Background: an optimization exercise with open tools, aiming at small area. Do not read the settings as production practice.
At most, simulation tests tie the RTL to the original design; equivalence was not proved.
Function not checked in run 3: the RTL went through the layout flow alone.
Power is estimated from default activity; no workload was simulated.

===== flow/design.v =====
module rf_aoi222 (
    input  logic a1, a2, b1, b2, c1, c2,
    output logic y
);
    assign y = ~((a1 & a2) | (b1 & b2) | (c1 & c2));
endmodule
module rf_nand2 (
    input  logic a, b,
    output logic y
);
    assign y = ~(a & b);
endmodule
module rf_nand3 (
    input  logic a, b, c,
    output logic y
);
    assign y = ~(a & b & c);
endmodule
module rf_nand4 (
    input  logic a, b, c, d,
    output logic y
);
    assign y = ~(a & b & c & d);
endmodule
module rf_or3 (
    input  logic a, b, c,
    output logic y
);
    assign y = a | b | c;
endmodule
module rf_ao31 (
    input  logic [31:1] sel,
    input  logic [31:1] d,
    output logic        y
);
    logic [10:0] x;
    logic [2:0]  p;
    for (genvar j = 0; j < 10; j++) begin : g_aoi
        rf_aoi222 u_aoi (
            .a1(sel[3*j+1]), .a2(d[3*j+1]),
            .b1(sel[3*j+2]), .b2(d[3*j+2]),
            .c1(sel[3*j+3]), .c2(d[3*j+3]),
            .y(x[j])
        );
    end
    rf_nand2 u_n31 (.a(sel[31]), .b(d[31]), .y(x[10]));
    rf_nand4 u_p0 (.a(x[0]), .b(x[1]), .c(x[2]),  .d(x[3]), .y(p[0]));
    rf_nand4 u_p1 (.a(x[4]), .b(x[5]), .c(x[6]),  .d(x[7]), .y(p[1]));
    rf_nand3 u_p2 (.a(x[8]), .b(x[9]), .c(x[10]),           .y(p[2]));
    rf_or3   u_o  (.a(p[0]), .b(p[1]), .c(p[2]), .y(y));
endmodule
module rf_dec31 (
    input  logic [4:0]  addr,
    input  logic        en,
    input  logic [31:1] q,
    output logic [31:1] sel
);
    logic [3:0] lo;
    logic [7:0] hi;
    for (genvar k = 0; k < 4; k++) begin : g_lo
        assign lo[k] = en && (addr[1:0] == 2'(k));
    end
    for (genvar k = 0; k < 8; k++) begin : g_hi
        assign hi[k] = (addr[4:2] == 3'(k));
    end
    for (genvar i = 1; i < 32; i++) begin : g_sel
        assign sel[i] = lo[i % 4] & hi[i / 4] & q[i];
    end
endmodule
module regfile_scoreboard (
    input  logic        clock,
    input  logic        ctrl_reset_n,
    input  logic        ctrl_writeEnable,
    input  logic [4:0]  ctrl_writeReg,
    input  logic [31:0] data_writeReg,
    input  logic [4:0]  ctrl_readRegA,
    input  logic [4:0]  ctrl_readRegB,
    output logic [31:0] data_readRegA,
    output logic [31:0] data_readRegB,
    output logic        busyA,
    output logic        busyB,
    input  logic        ctrl_issueEnable,
    input  logic [4:0]  ctrl_issueReg,
    input  logic        ctrl_flush,
    output logic [5:0]  busy_count,
    output logic        err_doubleIssue
);
    logic [31:0] regs_r [1:31];
    logic [31:1] valid_r;
    logic [31:1] busy_r;
    logic [5:0]  count_r;
    logic        err_r;
    logic [31:1] wsel_s, isel_s, asel_s, bsel_s;
    logic        we_eff_s, iss_eff_s, same_s;
    logic        busy_iss_s, busy_wr_s;
    logic        cnt_set_s, cnt_clr_s, dbl_issue_s;
    rf_dec31 u_wdec (.addr(ctrl_writeReg), .en(ctrl_writeEnable), .q({31{1'b1}}), .sel(wsel_s));
    rf_dec31 u_idec (.addr(ctrl_issueReg), .en(ctrl_issueEnable), .q({31{1'b1}}), .sel(isel_s));
    rf_dec31 u_adec (.addr(ctrl_readRegA), .en(1'b1), .q(valid_r), .sel(asel_s));
    rf_dec31 u_bdec (.addr(ctrl_readRegB), .en(1'b1), .q(valid_r), .sel(bsel_s));
    always_ff @(posedge clock) begin
        for (int i = 1; i < 32; i++) begin
            if (wsel_s[i]) regs_r[i] <= data_writeReg;
        end
    end
    always_ff @(posedge clock or negedge ctrl_reset_n) begin
        if (!ctrl_reset_n) begin
            valid_r <= '0;
        end else begin
            valid_r <= valid_r | wsel_s;
        end
    end
    assign we_eff_s    = |wsel_s;
    assign iss_eff_s   = |isel_s;
    assign same_s      = (ctrl_issueReg == ctrl_writeReg);
    assign busy_iss_s  = |(busy_r & isel_s);
    assign busy_wr_s   = |(busy_r & wsel_s);
    assign cnt_set_s   = iss_eff_s && !busy_iss_s;
    assign cnt_clr_s   = busy_wr_s && !(iss_eff_s && same_s);
    assign dbl_issue_s = busy_iss_s && !(we_eff_s && same_s);
    always_ff @(posedge clock or negedge ctrl_reset_n) begin
        if (!ctrl_reset_n) begin
            busy_r  <= '0;
            count_r <= '0;
            err_r   <= 1'b0;
        end else if (ctrl_flush) begin
            busy_r  <= '0;
            count_r <= '0;
            err_r   <= 1'b0;
        end else begin
            busy_r  <= isel_s | (busy_r & ~wsel_s);
            count_r <= count_r + 6'(cnt_set_s) - 6'(cnt_clr_s);
            err_r   <= err_r | dbl_issue_s;
        end
    end
    for (genvar b = 0; b < 32; b++) begin : g_rd
        logic [31:1] col;
        for (genvar i = 1; i < 32; i++) begin : g_col
            assign col[i] = regs_r[i][b];
        end
        rf_ao31 u_a (.sel(asel_s), .d(col), .y(data_readRegA[b]));
        rf_ao31 u_b (.sel(bsel_s), .d(col), .y(data_readRegB[b]));
    end
    always_comb begin
        busyA = 1'b0;
        busyB = 1'b0;
        for (int i = 1; i < 32; i++) begin
            busyA = busyA | (busy_r[i] && ctrl_readRegA == 5'(i));
            busyB = busyB | (busy_r[i] && ctrl_readRegB == 5'(i));
        end
    end
    assign busy_count      = count_r;
    assign err_doubleIssue = err_r;
endmodule

===== flow/run.sh =====
#!/bin/bash
# synth_recipe.tcl (not shown) runs the flow's synth.tcl, then flattens the netlist and writes it again
# the make line also repeats each setting of config.mk as NAME=value (left out here)
make -C /OpenROAD-flow-scripts/flow DESIGN_CONFIG=/design/flow/config.mk WORK_HOME=/design/flow/orfs CLKGATE_MAP_FILE= SYNTH_SCRIPT=/design/flow/synth_recipe.tcl finish

===== flow/config.mk =====
export PLATFORM = sky130hd
export DESIGN_NAME = regfile_scoreboard
export DESIGN_NICKNAME = regfile_scoreboard
export VERILOG_FILES = /design/flow/design.v
export SDC_FILE = /design/flow/constraint.sdc
export NUM_CORES = 4
export LEC_CHECK = 0
export CAP_MARGIN = 20
export CORE_MARGIN = 2
export CORE_UTILIZATION = 40
export SETUP_SLACK_MARGIN = 0.2
export SLEW_MARGIN = 20
export SYNTH_HIERARCHICAL = 1
export SYNTH_MINIMUM_KEEP_SIZE = 0

===== flow/constraint.sdc =====
create_clock -name core_clock -period 7.0 [get_ports {clock}]
set_input_delay 1.4000 -clock core_clock [delete_from_list [all_inputs] [get_ports {clock}]]
set_output_delay 1.4000 -clock core_clock [all_outputs]
set_load 0.01 [all_outputs]

==> results of run 1 <==
[worst max-delay path: stages]
cell	delay, ps
clkdlybuf4s50_1	750
and3b_1	390
and3_2	600
a222oi_1	550
nand4_1	360
or3_1	560
clkdlybuf4s50_1	540
[logic make-up (layout without fill, tap and decap cells)]
| family | count (synthesis) | count (layout) | share of synthesized area |
|---|---|---|---|
| DFF | 1061 | 1061 | 0.733 |
| other | 1 | 74 | 0.0000873 |
| and+or+nand+nor | 635 | 635 | 0.0877 |
| xor gates and xnor gates | 9 | 9 | 0.00183 |
| buffers and inverters | 57 | 476 | 0.00527 |
| adders and majority gates | 7 | 7 | 0.00221 |
| AOI/OAI and AO/OA | 741 | 741 | 0.165 |
| muxes | 18 | 18 | 0.00460 |
[Yosys stat by module, one instance, submodules excluded, a selection]
module,flip-flops and latches,cell area (µm²),copies in the design,cells inside
rf_dec31,0,307,4,43
rf_aoi222,0,10.0,640,1
rf_nand2,0,3.75,64,1
rf_nand3,0,5.00,64,1
regfile_scoreboard,1061,33600,1,1397
rf_nand4,0,6.26,128,1
rf_or3,0,6.26,64,1
[worst min-delay path by stage]
| stage | from | endpoint | slack [ps] | depth (start not counted) |
|---|---|---|---|---|
| after floorplan | valid_r[10] | valid_r[10] | 440 | 1 |
| after global placement | valid_r[30] | valid_r[30] | 460 | 1 |
| after detailed placement | valid_r[15] | valid_r[15] | 460 | 1 |
| after CTS | valid_r[15] | valid_r[15] | 480 | 1 |
| after global routing | valid_r[28] | valid_r[28] | 500 | 1 |
| final | valid_r[15] | valid_r[15] | 490 | 1 |
[registers in the layout (all words and copies together), names as in the netlist]
register and flops:
err_r 1, count_r 6, valid_r 31, regs_r 992, busy_r 31
[power breakdown]
part | internal, µW | switching [µW]
clock network | 3430 | 2500
logic | 224 | 407
registers | 7020 | 58.2
total | 10700 | 2970
[cell usage after synthesis (9+ instances only)]
library cell	n	area, µm²
nor3b_2	16	200
or3_1	64	400
a21oi_1	38	190
and3_1	129	807
buf_2	9	45.0
edfxtp_1	992	29800
and3b_1	21	184
nand4_1	137	857
dfrtp_1	69	1730
nor2_1	44	165
or2_2	31	194
nor3_1	9	45.0
a22oi_1	17	128
a222oi_1	642	6430
nand3_1	70	350
inv_1	42	158
mux2i_1	13	130
nor4_1	17	106
nand2_1	71	267
[layout make-up]
type,count,area share
antenna,4,0.000198
sequential,1061,0.623
clock buffer,128,0.0553
timing repair buffer,229,0.0393
inverter,42,0.00311
tap,1403,0.0347
clock inverter,77,0.0169
multi-input combinational,1480,0.228
[placed cells by master, fill, tap and decap left out, types with 42 or more instances in the layout]
cell type and n:
a222oi_1 642, and3_1 87, and3_2 45, buf_4 95, clkbuf_16 109, clkdlybuf4s50_1 106
conb_1 70, dfrtp_1 69, edfxtp_1 992, inv_1 42, nand2_1 71, nand3_1 70
nand4_1 137, nor2_1 44, or3_1 64
[through the flow]
stage	power, µW	hold WS (ps)
2_1_floorplan	7440	443
5_1_grt	14000	504
6_report	13600	485
3_5_place_dp	7840	465
4_1_cts	13700	482
3_3_place_gp	7810	460
[layer usage]
metal | up-vias | wire length (µm) | GRT usage
met4 | 6 | 11900 | 0.177
met1 | 16100 | 56800 | 0.377
met2 | 3065 | 73000 | 0.446
li1 | 12800 | - | -
met5 | - | 39 | 0
met3 | 623 | 26300 | 0.0901
==> summary.txt, run 1 <==
----------------------------------------------------
[Die]
  Initial core utilization ... 0.403
  Die outline area ... 0.110 mm²
  Core Area ... 0.107 mm²
  Width of the chip ... 332 µm
  Count of standard-cell rows ... 120
  Ports placed on the boundary ... 130
  Chip height ... 332 µm

[Global routing]
  Global-route wire length before repair ... 234000 µm
  Number of antenna violations at the first check in global routing ... 5
  Number of global-route vias before repair ... 32000
  Largest net degree at the start of global routing ... 70
  Overall fraction of global-route tracks in use ... 0.296
  Total grt overflow ... 0

[Job]
  Max cap viols ... 0

[Synthesis]
  Post-synth top flop ... edfxtp_1
  Yosys warnings ... 8
  Synth Register Bits ... 1061
  Synth cell types ... 57
  Number of enable flip-flop cells after synthesis ... 992
  Share of synthesized registers carrying an async set or reset ... 0.0650
  Average cell area after synthesis ... 17.0 µm²
  Share of the yosys chip area belonging to registers ... 0.733
  Mapped Cells ... 2529
  Post-synth design cell area ... 0.0430 mm²

[Clocking]
  Postcts setup bufs ... 0
  Root buffer cell ... clkbuf_16
  Insertion delay of the later-clocked pin in the worst-skew pair ... 690 ps
  CTS tree ... built
  H-tree levels ... 3
  Total clock buffers created by CTS ... 109
  Number of hold buffers added after cts ... 0
  Clock slew at reported path FFs ... 60 ps
  Post-cts resize count ... 0
  CTS sink cnt ... 1061
  Max Root-Sink Buffers ... 3

[Worst setup path]
  Source of the critical timing path ... ctrl_readRegA[2]
  Count of cells along the worst register-to-register path ... 12
  Worst reg2reg setup slack ... 3470 ps
  Critical Path Sink Type ... output port
  Reg-to-reg startpoint ... busy_r[17]
  Biggest fanout along the worst timing path ... 32
  Startpoint type of the worst setup path ... input pin
  Setup CP Type ... in2out
  Crit path required time ... 5600 ps
  Crit Reg-Reg Endpoint ... count_r[5]
  Arrival time at the worst endpoint ... 5230 ps
  Last element of the critical path ... data_readRegA[2]

[STA]
  Transition at the pin with the smallest max-transition slack ... 1260 ps
  Headroom to the max-slew limit ... 0.157
  Final hold violation count ... 0
  Total Negative Setup Slacks ... 0 ps
  Total count of max-transition violations in the final report ... 0
  Ratio of final minimum period to clock period ... 0.948
  Setup repair after global routing missed its margin ... false
  Maximum achievable frequency ... 151 MHz
  Final worst clock skew ... 40.5 ps
  Endpoints failing setup ... 0
  Crit path setup slack, layout ... 365 ps
  Post-route minimum period ... 6630 ps

[Placement]
  Placed instance count ... 4215
  Weighted congestion at the end of routability-driven global placement ... 0.952
  Number of port buffers ... 129
  Worst slack at placement ... 508 ps
  Detailed-placement wirelength estimate ... 93300 µm
  Placed instance area ... 0.0471 mm²

[Outcome]
  Run status ... timing/DRC/antenna clean

[Detailed routing]
  Routed length per placed instance ... 38.0 µm
  Vias per cell ... 7.36
  Remaining DRCs ... 0
  Number of routed nets with antenna violations ... 0
  Count of routing violations after the opening detailed-route iteration ... 8020
  Routed WL ... 168000 µm
  Number of vias in the routed layout ... 32600
  Drt first pass iters ... 13

[Finish]
  Area taken by flip-flops and latches ... 0.0315 mm²
  Layout-stage area growth over the synthesis result ... 17.8%
  Number of fillers in the final layout ... 9059
  Fin nets ... 2987
  Ratio of cells with drive above 1 in the final layout ... 0.128
  Cell area after layout ... 0.0506 mm²
  Multi-input combinational cell area ... 0.0115 mm²
  Final core occ ... 0.474
  Finished Layout Cells ... 4424

[Hold path]
  Min-delay worst type ... reg2reg

[Power]
  Cell area power density ... 269 mW/mm²
  Static leakage power ... 0.0169 µW
  Peak ir drop on the vdd network ... 240 µV

----------------------------------------------------
==> run 2, diff against run 1 <==
--- a/flow/config.mk
+++ b/flow/config.mk
@@ -7,7 +7,8 @@
 export LEC_CHECK = 0
 export CAP_MARGIN = 20
 export CORE_MARGIN = 2
-export CORE_UTILIZATION = 40
+export CORE_UTILIZATION = 55
+export CTS_BUF_LIST = sky130_fd_sc_hd__clkbuf_4 sky130_fd_sc_hd__clkbuf_8
 export SETUP_SLACK_MARGIN = 0.2
 export SLEW_MARGIN = 20
 export SYNTH_HIERARCHICAL = 1
==> summary.txt, run 2 <==
----------------------------------------------------
[Power]
  Peak ir drop on the vdd network ... 276 µV
  Cell area power density ... 261 mW/mm²
  Static leakage power ... 0.0172 µW

[Finish]
  Layout-stage area growth over the synthesis result ... 17.7%
  Most common cell after layout, fill and taps aside ... edfxtp_1
  Most frequent cells in the layout ... edfxtp_1 (992), a222oi_1 (642), clkbuf_8 (176)
  Ratio of cells with drive above 1 in the final layout ... 0.184
  Number of flip-flops under the largest register name ... 992
  Final core occ ... 0.654
  Top reg by flops ... regs_r
  Number of fillers in the final layout ... 5535
  Largest registers ... regs_r x992, busy_r x31, valid_r x31
  Finished Layout Cells ... 4225
  Fin nets ... 3099

[STA]
  Headroom to the max-slew limit ... 0.189
  Total count of max-transition violations in the final report ... 0
  Ratio of final minimum period to clock period ... 0.956
  Post-route minimum period ... 6690 ps
  Setup repair after global routing missed its margin ... false
  Maximum achievable frequency ... 149 MHz
  Final worst clock skew ... 16.0 ps
  Total Negative Setup Slacks ... 0 ps
  Transition at the pin with the smallest max-transition slack ... 1220 ps
  Endpoints failing setup ... 0
  Final hold violation count ... 0

[Worst setup path]
  Critical Path Sink Type ... output port
  Reg-to-reg startpoint ... busy_r[7]
  Worst reg2reg setup slack ... 3520 ps
  Crit path required time ... 5600 ps
  Count of cells along the worst register-to-register path ... 12
  Biggest fanout along the worst timing path ... 20
  Arrival time at the worst endpoint ... 5290 ps
  Crit Reg-Reg Endpoint ... count_r[5]
  Setup CP Type ... in2out
  Startpoint type of the worst setup path ... input pin

[Clocking]
  Max Root-Sink Buffers ... 3
  Root buffer cell ... clkbuf_8
  CTS tree ... built
  H-tree levels ... 4
  Clock slew at reported path FFs ... 60 ps
  Total clock buffers created by CTS ... 171
  Number of hold buffers added after cts ... 0
  Post-cts resize count ... 0
  CTS sink cnt ... 1061
  Insertion delay of the later-clocked pin in the worst-skew pair ... 820 ps
  Postcts setup bufs ... 0

[Outcome]
  Run status ... timing/DRC/antenna clean

[Synthesis]
  Library cell with the largest summed area after synthesis ... edfxtp_1
  Commonest cells in the synthesized netlist ... edfxtp_1 (992), a222oi_1 (642), nand4_1 (137)
  Share of the yosys chip area belonging to registers ... 0.733
  Top cell type's share of synthesized area ... 0.693
  Post-synth design cell area ... 0.0430 mm²
  Synth cell types ... 57
  Share of synthesized registers carrying an async set or reset ... 0.0650
  Average cell area after synthesis ... 17.0 µm²
  Synth Register Bits ... 1061
  Number of enable flip-flop cells after synthesis ... 992
  Yosys warnings ... 8
  Post-synth top flop ... edfxtp_1
  Top area cells in the synthesized netlist ... edfxtp_1 (69%), a222oi_1 (15%), dfrtp_1 (4.0%), nand4_1 (2.0%), and3_1 (1.9%)
  Most used standard cell by instance count after synthesis ... edfxtp_1
  Mapped Cells ... 2529

[Detailed routing]
  Remaining DRCs ... 0
  Routed length per placed instance ... 41.0 µm
  Count of routing violations after the opening detailed-route iteration ... 8837
  Number of vias in the routed layout ... 34200
  Number of routed nets with antenna violations ... 0
  Drt first pass iters ... 14
  Vias per cell ... 8.09
  Routed WL ... 173000 µm

[Global routing]
  Largest net degree at the start of global routing ... 70
  Total grt overflow ... 0
  Number of antenna violations at the first check in global routing ... 14
  Global-route wire length before repair ... 238000 µm
  Overall fraction of global-route tracks in use ... 0.420
  Number of global-route vias before repair ... 33200

[Hold path]
  Min-delay worst type ... reg2reg
  Hold wc startpoint ... valid_r[30]
  Hold path depth ... 1
  End of the worst hold path ... valid_r[30]

[Die]
  Ports placed on the boundary ... 130
  Count of standard-cell rows ... 102
  Initial core utilization ... 0.556
  Width of the chip ... 284 µm
  Die outline area ... 0.0804 mm²
  Chip height ... 284 µm
  Core Area ... 0.0773 mm²

[Placement]
  Detailed-placement wirelength estimate ... 102000 µm
  Number of port buffers ... 129
  Weighted congestion at the end of routability-driven global placement ... 0.964
  Placed instance count ... 3902

[Job]
  Max cap viols ... 0

----------------------------------------------------
==> run 2: cell counts after synthesis <==
No cell type changed its count.
==> run 2: cells by family (layout without fill, tap and decap cells) <==
family / count (synthesis) / count (layout) / synth area share
DFF: 1061 / 1061 / 0.733
AOI/OAI and AO/OA: 741 / 741 / 0.165
and+or+nand+nor: 635 / 635 / 0.0877
buffers and inverters: 57 / 636 / 0.00527
muxes: 18 / 18 / 0.00460
xor gates and xnor gates: 9 / 9 / 0.00183
adders and majority gates: 7 / 7 / 0.00221
other: 1 / 78 / 0.0000873
==> run 2: routing by layer <==
metal,GRT usage,up-vias,share of wire
met5,0,-,0.000064
met3,0.143,797,0.16
met4,0.256,2,0.073
li1,-,13100,-
met2,0.620,3563,0.43
met1,0.538,16800,0.33
==> run 2: worst max-delay path, cell delays in order <==
cell and delay [ps]:
clkdlybuf4s50_1 890, and3b_1 350, and3_2 500, buf_4 300, a222oi_1 600, nand4_1 260
or3_1 430, clkdlybuf4s50_1 530
==> run 2: layout make-up <==
cell class	count	area, µm²	area share
clock buffers	223	2780	0.0549
well taps	1040	1300	0.0257
repair buffers	279	2460	0.0486
flip-flops and latches	1061	31500	0.623
clock inverters	92	731	0.0145
multi-input cells	1480	11600	0.230
diodes	8	20.0	0.000396
inverters	42	158	0.00312
==> run 2: worst max-delay path by stage <==
| stage | start | to | cells after the start |
|---|---|---|---|
| after floorplan | ctrl_writeReg[0] | count_r[5] | 14 |
| after global placement | ctrl_readRegA[0] | data_readRegA[23] | 8 |
| after detailed placement | ctrl_readRegA[0] | data_readRegA[23] | 8 |
| after CTS | ctrl_readRegA[0] | data_readRegA[23] | 8 |
| after global routing | ctrl_readRegA[0] | data_readRegA[0] | 8 |
| final | ctrl_readRegA[0] | data_readRegA[0] | 8 |
==> run 2: metrics by stage <==
stage / hold WS (ps) / power, µW / setup WS [ps] / instance area [µm²]
final: 478 / 13200 / 310 / 50600
after floorplan: 443 / 7440 / 2160 / 43200
after global placement: 470 / 7800 / 494 / 47100
after global routing: 489 / 13500 / 346 / 50600
after CTS: 479 / 13200 / 340 / 50600
after detailed placement: 462 / 7820 / 335 / 47100
==> run 2: Yosys stat by module (local to each module, per instance), a selection <==
module              cells  area (µm²)  times used  flops+latches
regfile_scoreboard   1397       33600           1           1061
rf_dec31               43         307           4              0
rf_aoi222               1        10.0         640              0
rf_nand4                1        6.26         128              0
rf_or3                  1        6.26          64              0
rf_nand3                1        5.00          64              0
rf_nand2                1        3.75          64              0
==> run 2: where the power goes <==
group	total, µW	internal, µW	switching, µW
clock network	5500	2950	2550
registers	7090	7030	60.4
logic	620	231	389
==> run 3, diff against run 2 <==
--- a/flow/design.v
+++ b/flow/design.v
@@ -49,24 +49,6 @@
     rf_nand3 u_p2 (.a(x[8]), .b(x[9]), .c(x[10]),           .y(p[2]));
     rf_or3   u_o  (.a(p[0]), .b(p[1]), .c(p[2]), .y(y));
 endmodule
-module rf_dec31 (
-    input  logic [4:0]  addr,
-    input  logic        en,
-    input  logic [31:1] q,
-    output logic [31:1] sel
-);
-    logic [3:0] lo;
-    logic [7:0] hi;
-    for (genvar k = 0; k < 4; k++) begin : g_lo
-        assign lo[k] = en && (addr[1:0] == 2'(k));
-    end
-    for (genvar k = 0; k < 8; k++) begin : g_hi
-        assign hi[k] = (addr[4:2] == 3'(k));
-    end
-    for (genvar i = 1; i < 32; i++) begin : g_sel
-        assign sel[i] = lo[i % 4] & hi[i / 4] & q[i];
-    end
-endmodule
 module regfile_scoreboard (
     input  logic        clock,
     input  logic        ctrl_reset_n,
@@ -94,10 +76,12 @@
     logic        we_eff_s, iss_eff_s, same_s;
     logic        busy_iss_s, busy_wr_s;
     logic        cnt_set_s, cnt_clr_s, dbl_issue_s;
-    rf_dec31 u_wdec (.addr(ctrl_writeReg), .en(ctrl_writeEnable), .q({31{1'b1}}), .sel(wsel_s));
-    rf_dec31 u_idec (.addr(ctrl_issueReg), .en(ctrl_issueEnable), .q({31{1'b1}}), .sel(isel_s));
-    rf_dec31 u_adec (.addr(ctrl_readRegA), .en(1'b1), .q(valid_r), .sel(asel_s));
-    rf_dec31 u_bdec (.addr(ctrl_readRegB), .en(1'b1), .q(valid_r), .sel(bsel_s));
+    for (genvar i = 1; i < 32; i++) begin : g_dec
+        assign wsel_s[i] = ctrl_writeEnable && (ctrl_writeReg == 5'(i));
+        assign isel_s[i] = ctrl_issueEnable && (ctrl_issueReg == 5'(i));
+        assign asel_s[i] = valid_r[i] && (ctrl_readRegA == 5'(i));
+        assign bsel_s[i] = valid_r[i] && (ctrl_readRegB == 5'(i));
+    end
     always_ff @(posedge clock) begin
         for (int i = 1; i < 32; i++) begin
             if (wsel_s[i]) regs_r[i] <= data_writeReg;
==> flow/flow/run.sh (new file) <==
#!/bin/bash
set -euo pipefail
export BUFFER_PORTS_ARGS="-buffer_cell sky130_fd_sc_hd__buf_1"
export CTS_ARGS="-sink_clustering_enable -repair_clock_nets -dont_use_dummy_load -buf_list {sky130_fd_sc_hd__clkbuf_4 sky130_fd_sc_hd__clkbuf_8}"
bash standard.sh finish > flow_make.log 2>&1
==> flow/standard.sh (new file) <==
#!/bin/bash
# synth_recipe.tcl (not shown) runs the flow's synth.tcl, then flattens the netlist and writes it again
# the make line also repeats each setting of config.mk as NAME=value (left out here)
make -C /OpenROAD-flow-scripts/flow DESIGN_CONFIG=/design/flow/config.mk WORK_HOME=/design/flow/orfs CLKGATE_MAP_FILE= SYNTH_SCRIPT=/design/flow/synth_recipe.tcl "${@:-finish}"
--- a/flow/config.mk
+++ b/flow/config.mk
@@ -7,8 +7,7 @@
 export LEC_CHECK = 0
 export CAP_MARGIN = 20
 export CORE_MARGIN = 2
-export CORE_UTILIZATION = 55
-export CTS_BUF_LIST = sky130_fd_sc_hd__clkbuf_4 sky130_fd_sc_hd__clkbuf_8
+export CORE_UTILIZATION = 40
 export SETUP_SLACK_MARGIN = 0.2
 export SLEW_MARGIN = 20
 export SYNTH_HIERARCHICAL = 1
removed: flow/run.sh
==> summary.txt, run 3 <==
----------------------------------------------------
[Worst setup path]
  Buf+Inv Stages, Crit Path ... 2
  Worst path top cell family by delay ... simple AND/OR/NAND/NOR gates
  Critical Path Sink Type ... output port
  CP peak stage delay ... 980 ps
  Setup CP Type ... in2out
  Reg-to-reg startpoint ... busy_r[6]
  Cell with the biggest individual delay on the critical path ... and3_2
  Worst reg2reg setup slack ... 3280 ps
  Arrival time at the worst endpoint ... 4960 ps
  Startpoint type of the worst setup path ... input pin
  Crit path required time ... 5600 ps
  Cells traversed along the worst timing path ... buf_1 > nor2b_1 > nor2b_1 > and3_2 > a222oi_1 > nand4_1 > or3_1 > buf_1
  Biggest fanout along the worst timing path ... 27
  Source of the critical timing path ... ctrl_readRegA[0]

[Die]
  Chip height ... 332 µm
  Core Area ... 0.107 mm²
  Count of standard-cell rows ... 120
  Initial core utilization ... 0.402
  Die outline area ... 0.110 mm²
  Ports placed on the boundary ... 130
  Width of the chip ... 332 µm

[Clocking]
  Number of hold buffers added after cts ... 0
  CTS sink cnt ... 1061
  Total clock buffers created by CTS ... 167
  Clock slew at reported path FFs ... 60 ps
  H-tree levels ... 4
  Insertion delay of the later-clocked pin in the worst-skew pair ... 780 ps
  CTS tree ... built
  Max Root-Sink Buffers ... 3
  Root buffer cell ... clkbuf_8
  Postcts setup bufs ... 0
  Post-cts resize count ... 0

[Synthesis]
  Synth cell types ... 66
  Average cell area after synthesis ... 16.7 µm²
  Post-synth design cell area ... 0.0429 mm²
  Yosys warnings ... 8
  Share of the yosys chip area belonging to registers ... 0.734
  Library cell with the largest summed area after synthesis ... edfxtp_1
  Most used standard cell by instance count after synthesis ... edfxtp_1
  Share of synthesized registers carrying an async set or reset ... 0.0650
  Synth Register Bits ... 1061
  Top area cells in the synthesized netlist ... edfxtp_1 (69%), a222oi_1 (15%), dfrtp_1 (4.0%), nand4_1 (2.0%), nand2_1 (1.0%)
  Top cell type's share of synthesized area ... 0.694
  Post-synth top flop ... edfxtp_1
  Mapped Cells ... 2564
  Commonest cells in the synthesized netlist ... edfxtp_1 (992), a222oi_1 (641), nand4_1 (134)
  Number of enable flip-flop cells after synthesis ... 992

[Power]
  Seq pwr share ... 0.578
  Clock network power share ... 0.345
  Cell area power density ... 255 mW/mm²
  Switching power summed over all nets ... 2940 µW
  Internal ... 9430 µW
  Peak ir drop on the vdd network ... 141 µV
  Switching part of the total power ... 0.238
  Static leakage power ... 0.0155 µW
  Comb pwr share ... 0.077

[Placement]
  Detailed-placement wirelength estimate ... 94200 µm
  Weighted congestion at the end of routability-driven global placement ... 0.978
  Worst slack at placement ... 853 ps
  Placed instance area ... 0.0461 mm²
  Number of port buffers ... 129

[STA]
  Transition at the pin with the smallest max-transition slack ... 1300 ps
  Final hold violation count ... 0
  Setup repair after global routing missed its margin ... false
  Maximum achievable frequency ... 157 MHz
  Min Hold Slack ... 477 ps
  Total count of max-transition violations in the final report ... 0
  Crit path setup slack, layout ... 642 ps
  Headroom to the max-slew limit ... 0.132
  Post-route minimum period ... 6360 ps
  Ratio of final minimum period to clock period ... 0.908
  Final worst clock skew ... 22.6 ps
  Total Negative Setup Slacks ... 0 ps
  Endpoints failing setup ... 0

[Detailed routing]
  Number of routed nets with antenna violations ... 0
  Vias per cell ... 7.56
  Routed WL ... 167000 µm
  Remaining DRCs ... 0
  Drt first pass iters ... 13
  Routed length per placed instance ... 38.5 µm
  Count of routing violations after the opening detailed-route iteration ... 8114
  Number of vias in the routed layout ... 32900

[Hold path]
  Hold wc startpoint ... valid_r[22]
  Min-delay worst type ... reg2reg

[Global routing]
  Overall fraction of global-route tracks in use ... 0.294
  Number of antenna violations at the first check in global routing ... 7
  Number of global-route vias before repair ... 32300
  Global-route wire length before repair ... 233000 µm
  Total grt overflow ... 0
  Largest net degree at the start of global routing ... 70

[Finish]
  Ratio of cells with drive above 1 in the final layout ... 0.133
  Layout-stage area growth over the synthesis result ... 12.8%
  Largest registers ... regs_r x992, busy_r x31, valid_r x31
  Fin nets ... 3010
  Most frequent cells in the layout ... edfxtp_1 (992), a222oi_1 (641), clkbuf_8 (167)
  Final core occ ... 0.454
  Cell area after layout ... 0.0484 mm²
  Top reg by flops ... regs_r
  Number of flip-flops under the largest register name ... 992
  Most common cell after layout, fill and taps aside ... edfxtp_1

[Outcome]
  Run status ... timing/DRC/antenna clean

[Job]
  Max cap viols ... 0

----------------------------------------------------
run 3: cell type report:
type                            count  area, µm²
Fill cell                        9290      58300
Sequential cell                  1061      31500
Multi-Input combinational cell   1443      11300
Clock buffer                      167       2300
Tap cell                         1403       1760
Timing Repair Buffer              252       1460
Inverter                           21       80.1
Antenna cell                        1       2.50
run 3: worst reg2reg max path, stage by stage, from the launching register on:
cell and delay (ps):
dfrtp_1 490, mux2i_1 180, a2bb2oi_1 410, o22ai_1 180, a2111oi_2 260, nand4_1 260
o22a_1 230, ha_1 270, inv_1 40, ha_1 210, fa_1 440, a21oi_1 180
nor2_1 60, nor2_1 120, xor2_1 190, nor2_1 60
run 3: power by group through the flow:
stage	clock, µW	sequential (µW)	combinational, µW
after detailed placement	0	7270	915
after floorplan	0	7250	415
after global routing	4550	7150	981
after CTS	4290	7140	916
after global placement	0	7260	888
final	4270	7150	952
run 3: modules after synthesis, one instance, submodules excluded, a selection:
module              times used  flops+latches
regfile_scoreboard           1           1061
rf_aoi222                  640              0
rf_nand2                    64              0
rf_nand3                    64              0
rf_nand4                   128              0
rf_or3                      64              0
run 3: kinds of logic after synthesis:
kind of cell    share of synthesized area
compound gates                      0.168
simple gates                       0.0812
mux                               0.00673
buf+inv                           0.00624
flops                               0.734
xor+xnor                          0.00204
fa+ha+maj                         0.00221
run 3: path summary, 6_finish.rpt:
kind / end / cells past startpoint
min in group asynchronous: busy_r[7] / 2
max in group asynchronous: busy_r[16] / 2
worst min-delay path: valid_r[22] / 1
worst max-delay path: data_readRegA[16] / 8
worst min register to register: valid_r[22] / 1
worst max register to register: count_r[4] / 15
run 3: per-layer routing:
layer | GRT usage | wire [µm] | vias to the layer above
met2 | 0.432 | 72100 | 3240
met4 | 0.174 | 10900 | 4
met5 | 0.00130 | 27 | -
met1 | 0.388 | 58100 | 16300
li1 | - | - | 12800
met3 | 0.0845 | 26200 | 582
run 3: metrics by stage:
stage          std cells  total power, µW
6_report            4348            12400
5_1_grt             4348            12700
4_1_cts             4347            12400
3_5_place_dp        4180             8180
3_3_place_gp        4178             8150
2_1_floorplan       2564             7660

[re-timing with driven ports]
The results above use ideal ports. As a check the final layouts listed here were re-extracted and re-timed, cells and wires unchanged. Step 1 assumes that a clkbuf_16 drives the clock port and a buf_2 every other input. Step 2, shift: input delay + t, output delay - t, t = (earliest + latest rising clock arrival at the registers) / 2. This alone moves slack from input paths to output paths. Three values: no drivers, after step 1, after step 2; two values: the first two.
run | shift t [ns] | slack for setup (ns) | hold slack, ns | worst setup path at the end | worst register clock-pin slew, ns
run 1 | 0.750 | 0.365 / 0.321 / 0.321 | 0.485 / 0.485 / 0.485 | input to output | 0.07 / 0.07
run 2 | 0.891 | 0.310 / 0.284 / 0.284 | 0.478 / 0.478 / 0.478 | input to output | 0.07 / 0.07
run 3 | 0.884 | 0.642 / 0.579 / 0.579 | 0.477 / 0.477 / 0.477 | input to output | 0.07 / 0.07
After both steps setup and hold are still met in every run listed. For run 3, which loses most, drivers alone change the setup slack by -0.063 ns; drivers and shift together by -0.063 ns.
